Source: an optimization exercise on an open RTL-to-GDS flow (aim: small area and a short achievable clock period). Production flows keep margins and buffers that such runs may drop.
In this exercise RTL edits were held to simulation tests only and were not proved equivalent to the original.

== violet ==
==> flow/design.v <==
module mdu_ctrl #(
  parameter int MULT_CYCLES = 5,
  parameter int DIV_CYCLES  = 10
) (
  input  logic        clk,
  input  logic        reset,
  input  logic        start,
  input  logic [2:0]  md_op,
  input  logic [31:0] rs_val,
  input  logic [31:0] rt_val,
  input  logic        md_use,
  output logic        busy,
  output logic        stall,
  output logic [31:0] hi,
  output logic [31:0] lo
);
  logic [3:0]  cnt;
  logic        is_div, sgn_r, a_neg_r, s_q_r, dz_r, e_r, bprev_r;
  logic [31:0] acc;     
  logic [31:0] breg;    
  logic [31:0] mreg;    
  wire op_mul   = (md_op[2:1] == 2'b00);
  wire op_div   = (md_op[2:1] == 2'b01);
  wire op_sgn   = ~md_op[0];
  wire issue    = start & ~busy;
  wire go_mul   = issue & op_mul;
  wire go_div   = issue & op_div;
  wire fin_mul  = busy & ~is_div & (cnt == 4'd5);
  wire fin_div  = busy &  is_div & (cnt == 4'd10);
  wire a_neg_in = op_sgn & rs_val[31];
  wire d_neg_in = op_sgn & rt_val[31];
  wire s_q_in   = a_neg_in ^ d_neg_in;
  wire [2:0]  n_top = rs_val[31:29] ^ {3{a_neg_in}};
  wire [31:0] m_eff = busy ? mreg : (rt_val ^ {32{op_div & ~s_q_in}});
  wire        m_sx  = busy ? (sgn_r & mreg[31]) : (op_sgn & rt_val[31]);
  wire [31:0] bsrc  = busy ? breg : rs_val;
  wire [34:0] mx1 = {m_sx, m_sx, m_sx, m_eff};
  wire [34:0] mx2 = {m_sx, m_sx, m_eff, 1'b0};
  wire [2:0]  dg [3];
  wire [34:0] ma [3];
  wire [34:0] ms [3];
  assign dg[0] = {bsrc[1], bsrc[0], busy & bprev_r};
  assign dg[1] = fin_mul ? {sgn_r & bsrc[1], sgn_r & bsrc[1], bsrc[1]} : {bsrc[3], bsrc[2], bsrc[1]};
  assign dg[2] = {bsrc[5], bsrc[4], bsrc[3]};
  assign ma[0] = {{3{acc[31]}}, acc};
  assign ma[1] = {{2{ms[0][34]}}, ms[0][34:2]};
  assign ma[2] = {{2{ms[1][34]}}, ms[1][34:2]};
  for (genvar r = 0; r < 3; r++) begin : mrow
    wire onex = dg[r][1] ^ dg[r][0];
    wire twox = (dg[r][2] & ~dg[r][1] & ~dg[r][0]) | (~dg[r][2] & dg[r][1] & dg[r][0]);
    wire [34:0] pp = ((mx1 & {35{onex}}) | (mx2 & {35{twox}})) ^ {35{dg[r][2]}};
    wire [35:0] sum = {ma[r], 1'b1} + {pp, dg[r][2]};
    assign ms[r] = sum[35:1];
  end
  wire [31:0] dr [4];       
  wire        de [4];       
  wire        qb [3];
  assign dr[0] = acc[31:0];
  assign de[0] = e_r;
  for (genvar r = 0; r < 3; r++) begin : drow
    wire [31:0] da = {dr[r][30:0], breg[31-r]};
    wire [33:0] sum = {1'b0, da, 1'b1} + {1'b0, mreg, ~s_q_r};
    wire [31:0] ds  = sum[32:1];
    wire        co  = sum[33];
    wire ok = a_neg_r ? ~(dr[r][31] & co) : (dr[r][31] | co);
    assign dr[r+1] = ok ? ds : da;
    assign de[r+1] = (de[r] & ~breg[31-r]) | (~ok & ~(|ds));
    assign qb[r]   = ok ^ s_q_r;
  end
  wire [2:0] dm     = d_neg_in ? (3'd0 - rt_val[2:0]) : rt_val[2:0];
  wire       dsmall = (d_neg_in ? (&rt_val[31:3]) : ~(|rt_val[31:3])) & (|rt_val[2:0]);
  wire [2:0] dms    = dsmall ? dm : 3'd1;
  wire [2:0] nt     = n_top;
  wire [2:0] nqs    = nt / dms;
  wire [2:0] nrs    = nt % dms;
  wire [2:0] nqv    = dsmall ? nqs : 3'd0;
  wire       nq2    = nqv[2];
  wire       nq1    = nqv[1];
  wire       nq0    = nqv[0];
  wire [3:0] nr     = {1'b0, dsmall ? nrs : nt};
  wire       ne     = dsmall & (nrs == dm - 3'd1);
  wire [31:0] lo_pre = {breg[29:0], qb[0], qb[1]};
  wire        inc    = s_q_r ^ (a_neg_r & de[2]);
  wire [31:0] lo_div = lo_pre + {31'd0, inc};
  wire [31:0] hi_div = dr[2] & ~{32{a_neg_r & de[2]}};
  always_ff @(posedge clk) begin
    if (reset) begin
      busy   <= 1'b0;
      cnt    <= 4'd0;
      is_div <= 1'b0;
      acc    <= 32'd0;
      hi     <= 32'd0;
      lo     <= 32'd0;
    end else begin
      if (go_mul | go_div) begin
        busy   <= 1'b1;
        cnt    <= 4'd1;
        is_div <= op_div;
      end else if (fin_mul | fin_div) begin
        busy   <= 1'b0;
      end else if (busy) begin
        cnt    <= cnt + 4'd1;
      end
      if (go_mul || (busy && !is_div && !fin_mul))
        acc <= ms[2][33:2];
      else if (go_div)
        acc <= {{28{a_neg_in}}, nr ^ {4{a_neg_in}}};
      else if (busy && is_div && !fin_div)
        acc <= dr[3];
      else
        acc <= 32'd0;
      if (fin_mul) begin
        hi <= ms[1][31:0];
        lo <= {ms[0][1:0], breg[31:2]};
      end else if (fin_div) begin
        if (!dz_r) begin
          hi <= hi_div;
          lo <= lo_div;
        end
      end else if (issue && md_op == 3'b100) begin
        hi <= rs_val;
      end else if (issue && md_op == 3'b101) begin
        lo <= rs_val;
      end
    end
  end
  always_ff @(posedge clk) begin
    mreg <= m_eff;
    if (!busy) begin
      sgn_r   <= op_sgn;
      a_neg_r <= a_neg_in;
      s_q_r   <= s_q_in;
      dz_r    <= (rt_val == 32'd0);
      e_r     <= ne;
    end else begin
      e_r     <= de[3];
    end
    if (is_div & busy)
      breg <= {breg[28:0], qb[0], qb[1], qb[2]};
    else if (busy)
      breg <= {ms[2][1:0], ms[1][1:0], ms[0][1:0], breg[31:6]};
    else if (op_div)
      breg <= {rs_val[28:0], nq2 ^ s_q_in, nq1 ^ s_q_in, nq0 ^ s_q_in};
    else
      breg <= {ms[2][1:0], ms[1][1:0], ms[0][1:0], rs_val[31:6]};
    bprev_r <= bsrc[5];
  end
  assign stall = md_use & (start | busy);
endmodule
==> flow/config.mk <==
export PLATFORM = sky130hd
export DESIGN_NAME = mdu_ctrl
export DESIGN_NICKNAME = mdu_ctrl
export VERILOG_FILES = /design/flow/design.v
export SDC_FILE = /design/flow/constraint.sdc
export NUM_CORES = 4
export LEC_CHECK = 0
export CAP_MARGIN = 20
export CORE_MARGIN = 2
export CORE_UTILIZATION = 70
export CTS_BUF_LIST = sky130_fd_sc_hd__clkbuf_8
export PLACE_DENSITY = 0.9
export SLEW_MARGIN = 20
==> flow/constraint.sdc <==
create_clock -name core_clock -period 110.0 [get_ports {clk}]
set_input_delay 22.0000 -clock core_clock [delete_from_list [all_inputs] [get_ports {clk}]]
set_output_delay 22.0000 -clock core_clock [all_outputs]
set_load 0.01 [all_outputs]
standard.sh (not shown) runs the stock make flow with config.mk's settings and CLKGATE_MAP_FILE= SYNTH_SCRIPT=/design/flow/synth_recipe.tcl, a recipe that flattens the netlist after the stock synthesis.
==> flow/flow/run.sh <==
#!/bin/bash
# The standard layout with four changes:
#  - Yosys maps every adder's carry network to a ripple chain ($lcu in
#    ripple_lcu.v), which the standard synthesis then turns into
#    full-adder cells;
#  - synth skips its quick generic ABC pass (-noabc), so the full adders are
#    extracted from the adders as written rather than from ABC's
#    restructured logic (which leaves inverters around every adder cell);
#  - after synthesis, the plain logic between the full adders and the
#    flip-flops is mapped again with Yosys's default ABC script, which finds
#    a smaller netlist than ORFS's speed script (remap.ys; flip-flops, full
#    and half adders and tie cells are kept as they are, names included);
#  - ports are buffered with buf_1 rather than the default delay-buffer cell.
# Everything else (floorplan, power grid, placement, CTS, routing) is
# standard.sh unchanged.  Each tool's full output goes to its own log here:
# synth_make.log, remap.log, layout_make.log; ORFS keeps each step's log
# under orfs/logs.
set -euo pipefail
here=$(cd "$(dirname "${BASH_SOURCE[0]}")" && pwd)
work=$(pwd)
res="$work/orfs/results/${FLOW_PLATFORM}/mdu_ctrl/base"
lib="$FLOW_HOME/platforms/${FLOW_PLATFORM}/lib/sky130_fd_sc_hd__tt_025C_1v80.lib"
export SYNTH_OPERATIONS_ARGS="-extra-map $here/ripple_lcu.v -noabc"
export BUFFER_PORTS_ARGS="-buffer_cell sky130_fd_sc_hd__buf_1"

# 1. standard synthesis (with the two settings above) up to the netlist
bash standard.sh "$res/1_2_yosys.v" > synth_make.log 2>&1

# 2. re-map the plain logic
cp "$res/1_2_yosys.v" "$work/1_2_yosys_orfs.v"
dont_use=""
for c in probe_p_8 probec_p_8 lpflow_bleeder_1 \
         lpflow_clkbufkapwr_1 lpflow_clkbufkapwr_16 lpflow_clkbufkapwr_2 \
         lpflow_clkbufkapwr_4 lpflow_clkbufkapwr_8 lpflow_clkinvkapwr_1 \
         lpflow_clkinvkapwr_16 lpflow_clkinvkapwr_2 lpflow_clkinvkapwr_4 \
         lpflow_clkinvkapwr_8 lpflow_decapkapwr_12 lpflow_decapkapwr_3 \
         lpflow_decapkapwr_4 lpflow_decapkapwr_6 lpflow_decapkapwr_8 \
         lpflow_inputiso0n_1 lpflow_inputiso0p_1 lpflow_inputiso1n_1 \
         lpflow_inputiso1p_1 lpflow_inputisolatch_1 lpflow_isobufsrc_1 \
         lpflow_isobufsrc_16 lpflow_isobufsrc_2 lpflow_isobufsrc_4 \
         lpflow_isobufsrc_8 lpflow_isobufsrckapwr_16 \
         lpflow_lsbuf_lh_hl_isowell_tap_1 lpflow_lsbuf_lh_hl_isowell_tap_2 \
         lpflow_lsbuf_lh_hl_isowell_tap_4 lpflow_lsbuf_lh_isowell_4 \
         lpflow_lsbuf_lh_isowell_tap_1 lpflow_lsbuf_lh_isowell_tap_2 \
         lpflow_lsbuf_lh_isowell_tap_4; do
  dont_use="$dont_use -dont_use sky130_fd_sc_hd__$c"
done
cat > "$work/remap.ys" <<EOF
read_liberty -ignore_miss_func $lib
read_verilog $work/1_2_yosys_orfs.v
hierarchy -check -top ${FLOW_TOP}
setattr -mod -set keep_hierarchy 1 sky130_fd_sc_hd__fa_* sky130_fd_sc_hd__ha_* sky130_fd_sc_hd__df* sky130_fd_sc_hd__edf* sky130_fd_sc_hd__sdf* sky130_fd_sc_hd__conb_*
flatten
opt -purge
abc -liberty $lib $dont_use
opt_clean -purge
hilomap -singleton -hicell sky130_fd_sc_hd__conb_1 HI -locell sky130_fd_sc_hd__conb_1 LO
insbuf -buf sky130_fd_sc_hd__buf_4 A X
splitnets
rename -hide w:*.*
opt_clean -purge
select ${FLOW_TOP}
stat -liberty $lib
write_verilog -noattr -noexpr -nohex -nodec -selected $res/1_2_yosys.v
EOF
"$FLOW_HOME/../tools/install/yosys/bin/yosys" -s "$work/remap.ys" > remap.log 2>&1

# 3. the rest of the standard layout from that netlist
bash standard.sh > layout_make.log 2>&1
Other scripts of this flow, unchanged in this note and not shown: flow/flow/ripple_lcu.v
### violet -> fjord
# violet
export LEC_CHECK = 0
export CAP_MARGIN = 20
export CORE_MARGIN = 2
export CORE_UTILIZATION = 70
export CTS_BUF_LIST = sky130_fd_sc_hd__clkbuf_8
export PLACE_DENSITY = 0.9
export SLEW_MARGIN = 20
create_clock -name core_clock -period 110.0 [get_ports {clk}]
# fjord
export LEC_CHECK = 0
export CAP_MARGIN = 20
export CORE_MARGIN = 2
export CORE_UTILIZATION = 70
export PLACE_DENSITY = 0.8
export SLEW_MARGIN = 20
create_clock -name core_clock -period 110.0 [get_ports {clk}]
## What came out
fjord ends up with higher global-route usage over all layers than violet does.
On minimum setup slack in the final design, violet loses to fjord.
For the final cell area excluding filler cells, fjord came in about 1.7% higher than violet did.
[compare] base=violet new=fjord: cell count did not really move, filler cell count went up.
Of the two values seen for cell with the largest stage delay on the worst path, sky130_fd_sc_hd__buf_1 was produced by violet and sky130_fd_sc_hd__o21a_1 by fjord.
Setup changes, fjord to garnet
# fjord
export LEC_CHECK = 0
export CAP_MARGIN = 20
export CORE_MARGIN = 2
export CORE_UTILIZATION = 70
export PLACE_DENSITY = 0.8
export SLEW_MARGIN = 20
create_clock -name core_clock -period 110.0 [get_ports {clk}]
# garnet
export LEC_CHECK = 0
export CAP_MARGIN = 20
export CORE_MARGIN = 2
export CORE_UTILIZATION = 55
export PLACE_DENSITY = 0.7
export SLEW_MARGIN = 20
create_clock -name core_clock -period 110.0 [get_ports {clk}]
- Reported for garnet and fjord, count of input and output buffers turned out identical to the last digit.
- On clock input transition at the sequential cells of the worst setup and hold paths, garnet and fjord are basically level.
- Re first-pass GRT wire length: garnet and fjord aren't equal, and the lower value belongs to garnet.
- The worst hold slack reported for garnet is greater than that of fjord by 0.011 ns.
- The die used by garnet is larger than the one used by fjord.
- On garnet: overall routed net length is about 1.4% lower than what fjord gave.
- Summary — final cell count, garnet relative to fjord: higher, by 98.

==> port drivers added, routing unchanged <==
In the flow no input, the clock included, has a driving cell. The finished layouts below were timed again as built, in two steps. Step 1, drivers: a clkbuf_16 drives clk and a buf_2 each remaining input, both assumed. Step 2 times the ports against the registers' clock, not the clock port: input delays grow and output delays shrink by t, the midpoint of the rising clock arrivals with the driver on. Slacks: ideal / step 1 / step 2; pairs: ideal / step 1.
run	t (ns)	setup slack, ns	clock arrival spread, ns	slew at the worst register clock pin (ns)	cell pins on the clock port's net
violet	0.538	65.529 / 65.500 / 65.500	0.023 / 0.023	0.12 / 0.12	1
fjord	0.495	65.628 / 65.605 / 65.605	0.018 / 0.018	0.09 / 0.09	1
garnet	0.506	65.465 / 65.438 / 65.438	0.016 / 0.016	0.08 / 0.08	1
After both steps every run listed still meets setup and hold. The setup slack of violet, which loses most, moves by -0.029 ns with the drivers and by -0.029 ns with both steps.
